Background: an optimization exercise with open tools, aiming at small area, a short achievable clock period and few clock cycles per item. Do not read the settings as production practice.
At most, simulation tests tie the RTL to the original design; equivalence was not proved.
Power is estimated from default activity; no workload was simulated.

==> inputs of 07-02 <==
// dadda_mul
module dadda_mul
(
    input  logic        clk,
    input  logic        rst_n,
    input  logic        in_valid,
    input  logic        mode,
    input  logic [15:0] a,
    input  logic [15:0] b,
    output logic        out_valid,
    output logic [15:0] hi,
    output logic [15:0] lo
);
==> flow/config.mk <==
export PLATFORM = sky130hd
export DESIGN_NAME = dadda_mul
export DESIGN_NICKNAME = dadda_mul
export VERILOG_FILES = /design/flow/design.v
export SDC_FILE = /design/flow/constraint.sdc
export NUM_CORES = 4
export LEC_CHECK = 0
export ABC_AREA = 1
export CAP_MARGIN = 20
export CORE_MARGIN = 2
export CORE_UTILIZATION = 50
export CTS_CLUSTER_DIAMETER = 150
export CTS_CLUSTER_SIZE = 30
export SETUP_SLACK_MARGIN = 2.0
export SLEW_MARGIN = 20
export SYNTH_HIERARCHICAL = 1
export SYNTH_MINIMUM_KEEP_SIZE = 0
==> flow/constraint.sdc <==
create_clock -name core_clock -period 4.0 [get_ports {clk}]
set_input_delay 0.8000 -clock core_clock [delete_from_list [all_inputs] [get_ports {clk}]]
set_output_delay 0.8000 -clock core_clock [all_outputs]
set_load 0.01 [all_outputs]
standard.sh (not shown) runs the stock make flow with config.mk's settings and CLKGATE_MAP_FILE= SYNTH_SCRIPT=/design/flow/synth_recipe.tcl, a recipe that flattens the netlist after the stock synthesis.
==> flow/flow/run.sh <==
#!/bin/bash
# Standard ORFS layout, except that the port buffers are plain buf_1 cells
# (the default choice is a slow delay-buffer cell).
set -euo pipefail
bash standard.sh BUFFER_PORTS_ARGS="-buffer_cell sky130_fd_sc_hd__buf_1" finish > standard.log 2>&1
==> inputs of 12-28, as changes to 07-02 <==
Settings changed: SETUP_SLACK_MARGIN 2.0 to 2.1.
==> results.toml <==
[worst_setup_path]
worst-r2r-cell-count = 5
critical_path.reg2reg.endpoint = "s356_q2"

[layout]
finalNetCount = 1446
mostFrequentLayoutCells = "dfxtp_1 (184), nand2_1 (125), xor2_1 (115)"
buffers = 131

[placed_design]
dpl-instance-area_um2 = 12800

[power_and_ir_drop]
total_power_mw = 9.38
seq_power_mw = 3.94

[outcome]
status = "finished clean"
The numbers above come from 12-28.

==> results.toml <==
[power_and_ir_drop]
seq_power_mw = 3.92
total_power_mw = 9.15

[worst_setup_path]
worst-r2r-cell-count = 6
cp-start-kind = "flop"

[sta]
hold_viol_final = 0

[placed_design]
dpl-instance-area_um2 = 12500

[layout]
finalNetCount = 1444
mostFrequentLayoutCells = "dfxtp_1 (196), nand2_1 (125), xor2_1 (122)"

[outcome]
status = "finished clean"
The numbers above come from 07-02.

No functional check of the RTL was part of any run of this note.

---

==> trial 87 <==
Another version of the RTL of dadda_mul (not shown whole).
==> flow/design.v (excerpt) <==
module dadda_mul
(
    input  logic        clk,
    input  logic        rst_n,
    input  logic        in_valid,
    input  logic        mode,
    input  logic [15:0] a,
    input  logic [15:0] b,
    output logic        out_valid,
    output logic [15:0] hi,
    output logic [15:0] lo
);
export LEC_CHECK = 0
export ABC_AREA = 1
export CAP_MARGIN = 20
export CORE_MARGIN = 2
export CORE_UTILIZATION = 40
export SLEW_MARGIN = 20
create_clock -name core_clock -period 4.0 [get_ports {clk}]
run.sh (not shown) runs the stock make flow with config.mk's settings and CLKGATE_MAP_FILE= SYNTH_SCRIPT=/design/flow/synth_recipe.tcl, a recipe that flattens the netlist after the stock synthesis.
Stock flow here: none of the scripts above is used.
==> inputs of build 65, as changes to trial 87 <==
--- a/flow/config.mk
+++ b/flow/config.mk
@@ -11,2 +11,3 @@
 export CORE_UTILIZATION = 40
+export SETUP_SLACK_MARGIN = 1.9
 export SLEW_MARGIN = 20
==> inputs of build 91, as changes to trial 87 <==
--- a/flow/config.mk
+++ b/flow/config.mk
@@ -10,3 +10,5 @@
 export CORE_MARGIN = 2
-export CORE_UTILIZATION = 40
+export CORE_UTILIZATION = 60
+export CTS_BUF_LIST = sky130_fd_sc_hd__clkbuf_4 sky130_fd_sc_hd__clkbuf_8
+export SETUP_SLACK_MARGIN = 1.9
 export SLEW_MARGIN = 20
==> results.json <==
{
  "outcome": "no timing/DRC/antenna violations",
  "grt_pass1_wl_um": 46400,
  "p_comb_mw": 3.87,
  "clk-insertion-delay-late_ps": 540,
  "rows": 63,
  "internal_power_mw": 6.74,
  "ff2ff_setup_slack_ps": 1780,
  "clkbuf_count": 37,
  "path_buf_inv": 3,
  "root_buffer": "clkbuf_16",
  "hold_slack_ps": 326
}
Source of the figures above: build 65

==> results.json <==
{
  "outcome": "no timing/DRC/antenna violations",
  "grt_pass1_wl_um": 47100,
  "arrival_ps": 2690,
  "path_buf_inv": 4,
  "clock_power_share": 0.237,
  "rows": 51,
  "overflow": 0,
  "root_buffer": "clkbuf_8",
  "p_comb_mw": 3.89,
  "clkbuf_count": 65,
  "ys_seq_area_frac": 0.406,
  "hold_slack_ps": 325,
  "seq_area_sq_um": 4960,
  "largestClassByArea": "multi-input combinational cells",
  "synthAdderAreaFrac": 0.232,
  "clk-insertion-delay-late_ps": 540,
  "endpoint": "s287_q2",
  "internal_power_mw": 6.56,
  "power.group.top": "combinational cells"
}
Source of the figures above: build 91

==> results.json <==
{
  "rows": 63,
  "postLayoutCellArea_sq_um": 14100,
  "grt_pass1_wl_um": 42700,
  "path_buf_inv": 3,
  "p_comb_mw": 3.69,
  "tap_cells": 390,
  "outcome": "no timing/DRC/antenna violations",
  "cts_setup_buffers": 0,
  "synth_top_family_by_area": "adder cells",
  "clkbuf_count": 28,
  "setup_ws_ps": 1380,
  "clk-insertion-delay-late_ps": 530,
  "ff2ff_setup_slack_ps": 1380,
  "internal_power_mw": 6.81
}
Source of the figures above: trial 87

Testbench counts of trial 87, summed over its fixed seeds: cycles 16,024, items 16,000.
Testbench counts of build 65, summed over its fixed seeds: cycles 16,024, items 16,000.
Testbench counts of build 91, summed over its fixed seeds: cycles 16,024, items 16,000.

---

==> inputs of wip/sierra <==
dadda_mul, a different RTL version from the one above (not shown whole).
export LEC_CHECK = 0
export ABC_AREA = 1
export CAP_MARGIN = 20
export CORE_MARGIN = 2
export CORE_UTILIZATION = 70
export CTS_CLUSTER_DIAMETER = 150
export CTS_CLUSTER_SIZE = 30
export SETUP_SLACK_MARGIN = 2.2
export SLEW_MARGIN = 20
export SYNTH_HIERARCHICAL = 1
export SYNTH_MINIMUM_KEEP_SIZE = 0
create_clock -name core_clock -period 4.0 [get_ports {clk}]
==> wip/tundra (differences from wip/sierra) <==
--- a/flow/design.v
+++ b/flow/design.v
@@ -237,18 +237,18 @@
     logic pp156;
     logic pp157;
     logic pp158;
     logic pp159;
     logic pp160;
     logic pp161;
     logic pp162;
     logic pp163;
-    logic mode_q1;
     logic d8164;
+    logic d8164_q1;
     logic pp165;
     logic pp166;
     logic pp167;
     logic pp168;
     logic pp169;
     logic pp170;
     logic pp171;
     logic pp172;
@@ -710,28 +710,22 @@
     logic s461;
     logic c462;
     logic s463;
     logic c464;
     logic s465;
     logic c466;
     logic s467;
     logic c468;
-    logic pp5_q2;
-    logic pp5_q3;
-    logic b_1_q2;
-    logic b_1_q3;
     logic p469;
     logic g470;
     logic s183_q2;
     logic c182_q2;
     logic p471;
     logic g472;
-    logic s299_q3;
-    logic c298_q3;
     logic p473;
     logic g474;
     logic p475;
     logic g476;
     logic s379_q3;
     logic c378_q3;
     logic p477;
     logic g478;
@@ -786,139 +780,141 @@
     logic g520;
     logic s467_q3;
     logic c466_q3;
     logic p521;
     logic g522;
     logic pp6_q2;
     logic pp6_q3;
     logic pp6_q4;
+    logic g470_q2;
+    logic g470_q3;
     logic g470_q4;
     logic G523;
+    logic p469_q2;
+    logic p469_q3;
     logic p469_q4;
     logic P524;
     logic p471_q3;
     logic p471_q4;
     logic s181_q2;
     logic s181_q3;
     logic s181_q4;
     logic P525;
+    logic p473_q3;
     logic p473_q4;
     logic s297_q3;
     logic s297_q4;
     logic P526;
     logic s377_q3;
     logic s377_q4;
     logic g476_q3;
     logic g476_q4;
     logic G527;
     logic p475_q3;
     logic p475_q4;
     logic P528;
-    logic g480_q4;
-    logic p479_q4;
-    logic g478_q4;
     logic G529;
+    logic p479_q4;
     logic p477_q4;
     logic P530;
     logic s427_q4;
     logic g482_q4;
     logic G531;
     logic p481_q4;
     logic P532;
     logic G533;
     logic p485_q4;
     logic p483_q4;
     logic P534;
-    logic g490_q4;
-    logic p489_q4;
-    logic g488_q4;
     logic G535;
+    logic p489_q4;
     logic p487_q4;
     logic P536;
     logic G537;
     logic p493_q4;
     logic p491_q4;
     logic P538;
-    logic g498_q4;
-    logic p497_q4;
-    logic g496_q4;
     logic G539;
+    logic p497_q4;
     logic p495_q4;
     logic P540;
-    logic g502_q4;
-    logic p501_q4;
-    logic g500_q4;
     logic G541;
+    logic p501_q4;
     logic p499_q4;
     logic P542;
     logic G543;
     logic p505_q4;
     logic p503_q4;
     logic P544;
-    logic g510_q4;
-    logic p509_q4;
-    logic g508_q4;
     logic G545;
+    logic p509_q4;
     logic p507_q4;
     logic P546;
     logic G547;
     logic p513_q4;
     logic p511_q4;
     logic P548;
     logic G549;
     logic p517_q4;
     logic p515_q4;
     logic P550;
-    logic g522_q4;
-    logic p521_q4;
-    logic g520_q4;
     logic G551;
+    logic p521_q4;
     logic p519_q4;
     logic P552;
     logic G553;
     logic P554;
     logic g472_q3;
     logic g472_q4;
     logic G555;
     logic P556;
+    logic g474_q3;
     logic g474_q4;
     logic G557;
     logic P558;
     logic G559;
     logic P560;
+    logic G529_q4;
     logic G561;
     logic P562;
     logic G563;
     logic P564;
+    logic g488_q4;
     logic G533_q4;
     logic G565;
     logic P566;
+    logic G535_q4;
     logic G567;
     logic P568;
+    logic g496_q4;
     logic G537_q4;
     logic G569;
     logic P570;
+    logic G539_q4;
     logic G571;
     logic P572;
     logic g504_q4;
+    logic G541_q4;
     logic G573;
     logic P574;
     logic G543_q4;
     logic G575;
     logic P576;
     logic g512_q4;
+    logic G545_q4;
     logic G577;
     logic P578;
     logic G547_q4;
     logic G579;
     logic P580;
-    logic G549_q4;
     logic G581;
     logic P582;
+    logic G551_q4;
+    logic G549_q4;
     logic G583;
     logic P584;
     logic G585;
     logic P586;
     logic G587;
     logic P588;
     logic G589;
     logic P590;
@@ -928,49 +924,53 @@
     logic G593;
     logic P594;
     logic G595;
     logic P596;
     logic G597;
     logic P598;
     logic G599;
     logic P600;
+    logic g500_q4;
     logic G601;
     logic P602;
     logic G603;
     logic P604;
     logic G605;
     logic P606;
     logic G607;
     logic P608;
     logic g516_q4;
     logic G609;
     logic P610;
     logic G611;
     logic P612;
+    logic G581_q4;
     logic G613;
     logic P614;
     logic G615;
     logic P616;
+    logic g478_q4;
     logic G617;
     logic P618;
     logic G619;
     logic P620;
     logic G621;
     logic P622;
     logic G623;
     logic P624;
     logic G625;
     logic P626;
     logic G627;
     logic P628;
     logic G629;
     logic P630;
     logic G631;
     logic P632;
+    logic g508_q4;
     logic G633;
     logic P634;
     logic G635;
     logic P636;
     logic G637;
     logic P638;
     logic G639;
     logic P640;
@@ -1205,33 +1205,33 @@
     assign pp156 = ((one144_q1 & a_10_q1) | (two145_q1 & a_9_q1)) ^ b_15_q1;
     assign pp157 = ((one144_q1 & a_11_q1) | (two145_q1 & a_10_q1)) ^ b_15_q1;
     assign pp158 = ((one144_q1 & a_12_q1) | (two145_q1 & a_11_q1)) ^ b_15_q1;
     assign pp159 = ((one144_q1 & a_13_q1) | (two145_q1 & a_12_q1)) ^ b_15_q1;
     assign pp160 = ((one144_q1 & a_14_q1) | (two145_q1 & a_13_q1)) ^ b_15_q1;
     assign pp161 = ((one144_q1 & a_15_q1) | (two145_q1 & a_14_q1)) ^ b_15_q1;
     assign pp162 = ((one144_q1 & ax1_q1) | (two145_q1 & a_15_q1)) ^ b_15_q1;
     assign pp163 = ~(((one144_q1 & ax1_q1) | (two145_q1 & ax1_q1)) ^ b_15_q1);
-    assign d8164 = b_15_q1 & ~mode_q1;
-    assign pp165 = d8164 & a_0_q1;
-    assign pp166 = d8164 & a_1_q1;
-    assign pp167 = d8164 & a_2_q1;
-    assign pp168 = d8164 & a_3_q1;
-    assign pp169 = d8164 & a_4_q1;
-    assign pp170 = d8164 & a_5_q1;
-    assign pp171 = d8164 & a_6_q1;
-    assign pp172 = d8164 & a_7_q1;
-    assign pp173 = d8164 & a_8_q1;
-    assign pp174 = d8164 & a_9_q1;
-    assign pp175 = d8164 & a_10_q1;
-    assign pp176 = d8164 & a_11_q1;
-    assign pp177 = d8164 & a_12_q1;
-    assign pp178 = d8164 & a_13_q1;
-    assign pp179 = d8164 & a_14_q1;
-    assign pp180 = d8164 & a_15_q1;
+    assign d8164 = b[15] & ~mode;
+    assign pp165 = d8164_q1 & a_0_q1;
+    assign pp166 = d8164_q1 & a_1_q1;
+    assign pp167 = d8164_q1 & a_2_q1;
+    assign pp168 = d8164_q1 & a_3_q1;
+    assign pp169 = d8164_q1 & a_4_q1;
+    assign pp170 = d8164_q1 & a_5_q1;
+    assign pp171 = d8164_q1 & a_6_q1;
+    assign pp172 = d8164_q1 & a_7_q1;
+    assign pp173 = d8164_q1 & a_8_q1;
+    assign pp174 = d8164_q1 & a_9_q1;
+    assign pp175 = d8164_q1 & a_10_q1;
+    assign pp176 = d8164_q1 & a_11_q1;
+    assign pp177 = d8164_q1 & a_12_q1;
+    assign pp178 = d8164_q1 & a_13_q1;
+    assign pp179 = d8164_q1 & a_14_q1;
+    assign pp180 = d8164_q1 & a_15_q1;
     mul_fa u_s181 (.a(pp7), .b(pp26), .ci(b_3_q1), .s(s181), .co(c182));
     mul_ha u_s183 (.a(pp8), .b(pp27), .s(s183), .co(c184));
     mul_fa u_s185 (.a(pp9), .b(pp28), .ci(pp46), .s(s185), .co(c186));
     mul_fa u_s187 (.a(pp10), .b(pp29), .ci(pp47), .s(s187), .co(c188));
     mul_fa u_s189 (.a(pp11), .b(pp30), .ci(pp48), .s(s189), .co(c190));
     mul_ha u_s191 (.a(pp66), .b(b_7_q1), .s(s191), .co(c192));
     mul_fa u_s193 (.a(pp12), .b(pp31), .ci(pp49), .s(s193), .co(c194));
     mul_fa u_s195 (.a(pp13), .b(pp32), .ci(pp50), .s(s195), .co(c196));
@@ -1372,22 +1372,22 @@
     mul_ha u_s453 (.a(s411_q3), .b(c410_q3), .s(s453), .co(c454));
     mul_ha u_s455 (.a(s413_q3), .b(c412_q3), .s(s455), .co(c456));
     mul_ha u_s457 (.a(s415_q3), .b(c414_q3), .s(s457), .co(c458));
     mul_ha u_s459 (.a(s417_q3), .b(c416_q3), .s(s459), .co(c460));
     mul_ha u_s461 (.a(s419_q3), .b(c418_q3), .s(s461), .co(c462));
     mul_ha u_s463 (.a(s421), .b(c420), .s(s463), .co(c464));
     mul_ha u_s465 (.a(s423), .b(c422), .s(s465), .co(c466));
     mul_ha u_s467 (.a(s425), .b(c424), .s(s467), .co(c468));
-    assign p469 = pp5_q3 ^ b_1_q3;
-    assign g470 = pp5_q3 & b_1_q3;
+    assign p469 = pp5 ^ b_1_q1;
+    assign g470 = pp5 & b_1_q1;
     assign p471 = s183_q2 ^ c182_q2;
     assign g472 = s183_q2 & c182_q2;
-    assign p473 = s299_q3 ^ c298_q3;
-    assign g474 = s299_q3 & c298_q3;
+    assign p473 = s299 ^ c298;
+    assign g474 = s299 & c298;
     assign p475 = s301 ^ c300;
     assign g476 = s301 & c300;
     assign p477 = s379_q3 ^ c378_q3;
     assign g478 = s379_q3 & c378_q3;
     assign p479 = s381_q3 ^ c380_q3;
     assign g480 = s381_q3 & c380_q3;
     assign p481 = s383_q3 ^ c382_q3;
     assign g482 = s383_q3 & c382_q3;
@@ -1432,71 +1432,71 @@
     assign p521 = s467_q3 ^ c466_q3;
     assign g522 = s467_q3 & c466_q3;
     assign G523 = pp6_q4 & g470_q4;
     assign P524 = pp6_q4 & p469_q4;
     assign P525 = p471_q4 & s181_q4;
     assign P526 = p473_q4 & s297_q4;
     assign G527 = s377_q4 & g476_q4;
     assign P528 = s377_q4 & p475_q4;
-    assign G529 = g480_q4 | (p479_q4 & g478_q4);
+    assign G529 = g480 | (p479 & g478);
     assign P530 = p479_q4 & p477_q4;
     assign G531 = s427_q4 & g482_q4;
     assign P532 = s427_q4 & p481_q4;
     assign G533 = g486 | (p485 & g484);
     assign P534 = p485_q4 & p483_q4;
-    assign G535 = g490_q4 | (p489_q4 & g488_q4);
+    assign G535 = g490 | (p489 & g488);
     assign P536 = p489_q4 & p487_q4;
     assign G537 = g494 | (p493 & g492);
     assign P538 = p493_q4 & p491_q4;
-    assign G539 = g498_q4 | (p497_q4 & g496_q4);
+    assign G539 = g498 | (p497 & g496);
     assign P540 = p497_q4 & p495_q4;
-    assign G541 = g502_q4 | (p501_q4 & g500_q4);
+    assign G541 = g502 | (p501 & g500);
     assign P542 = p501_q4 & p499_q4;
     assign G543 = g506 | (p505 & g504);
     assign P544 = p505_q4 & p503_q4;
-    assign G545 = g510_q4 | (p509_q4 & g508_q4);
+    assign G545 = g510 | (p509 & g508);
     assign P546 = p509_q4 & p507_q4;
     assign G547 = g514 | (p513 & g512);
     assign P548 = p513_q4 & p511_q4;
     assign G549 = g518 | (p517 & g516);
     assign P550 = p517_q4 & p515_q4;
-    assign G551 = g522_q4 | (p521_q4 & g520_q4);
+    assign G551 = g522 | (p521 & g520);
     assign P552 = p521_q4 & p519_q4;
     assign G553 = s181_q4 & G523;
     assign P554 = s181_q4 & P524;
     assign G555 = g472_q4 | (P525 & G523);
     assign P556 = P525 & P524;
     assign G557 = g476_q4 | (p475_q4 & g474_q4);
     assign P558 = p475_q4 & P526;
     assign G559 = G527 | (P528 & g474_q4);
     assign P560 = P528 & P526;
-    assign G561 = g482_q4 | (p481_q4 & G529);
+    assign G561 = g482_q4 | (p481_q4 & G529_q4);
     assign P562 = p481_q4 & P530;
-    assign G563 = G531 | (P532 & G529);
+    assign G563 = G531 | (P532 & G529_q4);
     assign P564 = P532 & P530;
     assign G565 = g488_q4 | (p487_q4 & G533_q4);
     assign P566 = p487_q4 & P534;
-    assign G567 = G535 | (P536 & G533_q4);
+    assign G567 = G535_q4 | (P536 & G533_q4);
     assign P568 = P536 & P534;
     assign G569 = g496_q4 | (p495_q4 & G537_q4);
     assign P570 = p495_q4 & P538;
-    assign G571 = G539 | (P540 & G537_q4);
+    assign G571 = G539_q4 | (P540 & G537_q4);
     assign P572 = P540 & P538;
-    assign G573 = g504_q4 | (p503_q4 & G541);
+    assign G573 = g504_q4 | (p503_q4 & G541_q4);
     assign P574 = p503_q4 & P542;
-    assign G575 = G543_q4 | (P544 & G541);
+    assign G575 = G543_q4 | (P544 & G541_q4);
     assign P576 = P544 & P542;
-    assign G577 = g512_q4 | (p511_q4 & G545);
+    assign G577 = g512_q4 | (p511_q4 & G545_q4);
     assign P578 = p511_q4 & P546;
-    assign G579 = G547_q4 | (P548 & G545);
+    assign G579 = G547_q4 | (P548 & G545_q4);
     assign P580 = P548 & P546;
-    assign G581 = g520_q4 | (p519_q4 & G549_q4);
+    assign G581 = g520 | (p519 & G549);
     assign P582 = p519_q4 & P550;
-    assign G583 = G551 | (P552 & G549_q4);
+    assign G583 = G551_q4 | (P552 & G549_q4);
     assign P584 = P552 & P550;
     assign G585 = s297_q4 & G555;
     assign P586 = s297_q4 & P556;
     assign G587 = g474_q4 | (P526 & G555);
     assign P588 = P526 & P556;
     assign G589 = G557 | (P558 & G555);
     assign P590 = P558 & P556;
     assign G591 = G559 | (P560 & G555);
@@ -1506,49 +1506,49 @@
     assign G595 = G533_q4 | (P534 & G563);
     assign P596 = P534 & P564;
     assign G597 = G565 | (P566 & G563);
     assign P598 = P566 & P564;
     assign G599 = G567 | (P568 & G563);
     assign P600 = P568 & P564;
     assign G601 = g500_q4 | (p499_q4 & G571);
     assign P602 = p499_q4 & P572;
-    assign G603 = G541 | (P542 & G571);
+    assign G603 = G541_q4 | (P542 & G571);
     assign P604 = P542 & P572;
     assign G605 = G573 | (P574 & G571);
     assign P606 = P574 & P572;
     assign G607 = G575 | (P576 & G571);
     assign P608 = P576 & P572;
     assign G609 = g516_q4 | (p515_q4 & G579);
     assign P610 = p515_q4 & P580;
     assign G611 = G549_q4 | (P550 & G579);
     assign P612 = P550 & P580;
-    assign G613 = G581 | (P582 & G579);
+    assign G613 = G581_q4 | (P582 & G579);
     assign P614 = P582 & P580;
     assign G615 = G583 | (P584 & G579);
     assign P616 = P584 & P580;
     assign G617 = g478_q4 | (p477_q4 & G591);
     assign P618 = p477_q4 & P592;
-    assign G619 = G529 | (P530 & G591);
+    assign G619 = G529_q4 | (P530 & G591);
     assign P620 = P530 & P592;
     assign G621 = G561 | (P562 & G591);
     assign P622 = P562 & P592;
     assign G623 = G563 | (P564 & G591);
     assign P624 = P564 & P592;
     assign G625 = G593 | (P594 & G591);
     assign P626 = P594 & P592;
     assign G627 = G595 | (P596 & G591);
     assign P628 = P596 & P592;
     assign G629 = G597 | (P598 & G591);
     assign P630 = P598 & P592;
     assign G631 = G599 | (P600 & G591);
     assign P632 = P600 & P592;
     assign G633 = g508_q4 | (p507_q4 & G607);
     assign P634 = p507_q4 & P608;
-    assign G635 = G545 | (P546 & G607);
+    assign G635 = G545_q4 | (P546 & G607);
     assign P636 = P546 & P608;
     assign G637 = G577 | (P578 & G607);
     assign P638 = P578 & P608;
     assign G639 = G579 | (P580 & G607);
     assign P640 = P580 & P608;
     assign G641 = G609 | (P610 & G607);
     assign P642 = P610 & P608;
     assign G643 = G611 | (P612 & G607);
@@ -1666,17 +1666,17 @@
         b_11_q1 <= b[11];
         two105_q1 <= two105;
         one124_q1 <= one124;
         b_13_q1 <= b[13];
         two125_q1 <= two125;
         one144_q1 <= one144;
         b_15_q1 <= b[15];
         two145_q1 <= two145;
-        mode_q1 <= mode;
+        d8164_q1 <= d8164;
         s185_q2 <= s185;
         b_5_q2 <= b_5_q1;
         c184_q2 <= c184;
         s187_q2 <= s187;
         c186_q2 <= c186;
         s189_q2 <= s189;
         s191_q2 <= s191;
         c188_q2 <= c188;
@@ -1834,103 +1834,103 @@
         s413_q3 <= s413;
         c412_q3 <= c412;
         s415_q3 <= s415;
         c414_q3 <= c414;
         s417_q3 <= s417;
         c416_q3 <= c416;
         s419_q3 <= s419;
         c418_q3 <= c418;
-        pp5_q2 <= pp5;
-        pp5_q3 <= pp5_q2;
-        b_1_q2 <= b_1_q1;
-        b_1_q3 <= b_1_q2;
         s183_q2 <= s183;
         c182_q2 <= c182;
-        s299_q3 <= s299;
-        c298_q3 <= c298;
         s379_q3 <= s379;
         c378_q3 <= c378;
         s381_q3 <= s381;
         c380_q3 <= c380;
         s383_q3 <= s383;
         c382_q3 <= c382;
         s463_q3 <= s463;
         s465_q3 <= s465;
         c464_q3 <= c464;
         s467_q3 <= s467;
         c466_q3 <= c466;
         pp6_q2 <= pp6;
         pp6_q3 <= pp6_q2;
         pp6_q4 <= pp6_q3;
-        g470_q4 <= g470;
-        p469_q4 <= p469;
+        g470_q2 <= g470;
+        g470_q3 <= g470_q2;
+        g470_q4 <= g470_q3;
+        p469_q2 <= p469;
+        p469_q3 <= p469_q2;
+        p469_q4 <= p469_q3;
         p471_q3 <= p471;
         p471_q4 <= p471_q3;
         s181_q2 <= s181;
         s181_q3 <= s181_q2;
         s181_q4 <= s181_q3;
-        p473_q4 <= p473;
+        p473_q3 <= p473;
+        p473_q4 <= p473_q3;
         s297_q3 <= s297;
         s297_q4 <= s297_q3;
         s377_q3 <= s377;
         s377_q4 <= s377_q3;
         g476_q3 <= g476;
         g476_q4 <= g476_q3;
         p475_q3 <= p475;
         p475_q4 <= p475_q3;
-        g480_q4 <= g480;
         p479_q4 <= p479;
-        g478_q4 <= g478;
         p477_q4 <= p477;
         s427_q4 <= s427;
         g482_q4 <= g482;
         p481_q4 <= p481;
         p485_q4 <= p485;
         p483_q4 <= p483;
-        g490_q4 <= g490;
         p489_q4 <= p489;
-        g488_q4 <= g488;
         p487_q4 <= p487;
         p493_q4 <= p493;
         p491_q4 <= p491;
-        g498_q4 <= g498;
         p497_q4 <= p497;
-        g496_q4 <= g496;
         p495_q4 <= p495;
-        g502_q4 <= g502;
         p501_q4 <= p501;
-        g500_q4 <= g500;
         p499_q4 <= p499;
         p505_q4 <= p505;
         p503_q4 <= p503;
-        g510_q4 <= g510;
         p509_q4 <= p509;
-        g508_q4 <= g508;
         p507_q4 <= p507;
         p513_q4 <= p513;
         p511_q4 <= p511;
         p517_q4 <= p517;
         p515_q4 <= p515;
-        g522_q4 <= g522;
         p521_q4 <= p521;
-        g520_q4 <= g520;
         p519_q4 <= p519;
         g472_q3 <= g472;
         g472_q4 <= g472_q3;
-        g474_q4 <= g474;
+        g474_q3 <= g474;
+        g474_q4 <= g474_q3;
+        G529_q4 <= G529;
+        g488_q4 <= g488;
         G533_q4 <= G533;
+        G535_q4 <= G535;
+        g496_q4 <= g496;
         G537_q4 <= G537;
+        G539_q4 <= G539;
         g504_q4 <= g504;
+        G541_q4 <= G541;
         G543_q4 <= G543;
         g512_q4 <= g512;
+        G545_q4 <= G545;
         G547_q4 <= G547;
+        G551_q4 <= G551;
         G549_q4 <= G549;
         g484_q4 <= g484;
+        g500_q4 <= g500;
         g516_q4 <= g516;
+        G581_q4 <= G581;
+        g478_q4 <= g478;
+        g508_q4 <= g508;
         g492_q4 <= g492;
         prod[0] <= sum681;
         prod[1] <= sum682;
         prod[2] <= sum683;
         prod[3] <= sum684;
         prod[4] <= sum685;
         prod[5] <= sum686;
         prod[6] <= sum687;
- CORE_UTILIZATION: 70 -> 40
- GPL_TIMING_DRIVEN: default -> 1
==> comparison table <==
quantity	wip/tundra	wip/sierra
Total sequential power	5.15 mW	5.13 mW
Count of buffers added by post-CTS timing repair for setup	15	14
Sequential element share of the synthesized area	49.1%	49.0%
Area share of and/or/nand/nor cells after synthesis	6.08%	6.66%
Power share of the clock group	17.0%	16.8%
Register-to-register setup slack	2.23 ns	2.20 ns
Fillcell total	3104	1243
Area of the core	33500 sq um	19300 sq um
Sequential share of cell area	42.9%	44.1%
Met2 WL post-DR	12.5 mm	12.8 mm
Final cell utilization of the core	46.8%	79.2%
Combinational Power Share	32.0%	32.4%
Portion of netlist area occupied by mux cells	0.495%	0.577%
Synthesized-area fraction occupied by adder cells	21.8%	21.9%
Buffer count excluding the clock tree in the final layout	101	104
Result of the run	complete, no violations	complete, no violations
Number of combinational gates with multiple inputs	706	711
Clock Network Area Fraction	2.66%	2.68%
Starting utilization of the core area	40.7%	70.8%
Hold worst-path end	prod[0]	g472_q4
Cell internal power dissipation	6.76 mW	6.68 mW
Top metal layer carrying routed signals	met4	met5
Testbench counts of wip/sierra, summed over its fixed seeds: cycles 16,032, items 16,000.
For wip/tundra, only the layout was checked, not whether the RTL still works.

[port drivers added, routing unchanged]
In the flow no input, the clock included, has a driving cell. The finished layouts below were timed again as built, in two steps. Step 1 assumes that a clkbuf_16 drives the clock port and a buf_2 every other input. Step 2 moves the port delays by t, midway between the first and last clock arrival at a register: inputs arrive t later, outputs are due t later. That takes back most of the time a late clock gives input paths. Slacks: ideal / step 1 / step 2; pairs: ideal / step 1.
run	shift t [ns]	setup slack, ns	hold WS [ns]	worst setup path after step 2	latest minus earliest clock arrival (ns)
07-02	0.515	1.789 / 1.789 / 1.789	0.126 / 0.100 / 0.338	register to register	0.032 / 0.032
12-28	0.520	1.878 / 1.878 / 1.878	0.113 / 0.084 / 0.337	register to register	0.033 / 0.033
trial 87	0.571	1.384 / 1.384 / 1.384	0.327 / 0.327 / 0.327	register to register	0.011 / 0.010
build 65	0.583	1.776 / 1.776 / 1.776	0.326 / 0.326 / 0.326	register to register	0.011 / 0.011
build 91	0.574	1.710 / 1.710 / 1.710	0.325 / 0.325 / 0.325	register to register	0.022 / 0.022
wip/sierra	0.534	2.199 / 2.154 / 2.163	0.335 / 0.335 / 0.335	input to register	0.044 / 0.044
wip/tundra	0.540	2.189 / 2.145 / 2.125	0.336 / 0.336 / 0.336	input to register	0.035 / 0.035
After both steps setup and hold are still met in every run listed. For wip/tundra, which loses most, drivers alone change the setup slack by -0.044 ns; drivers and shift together by -0.064 ns.
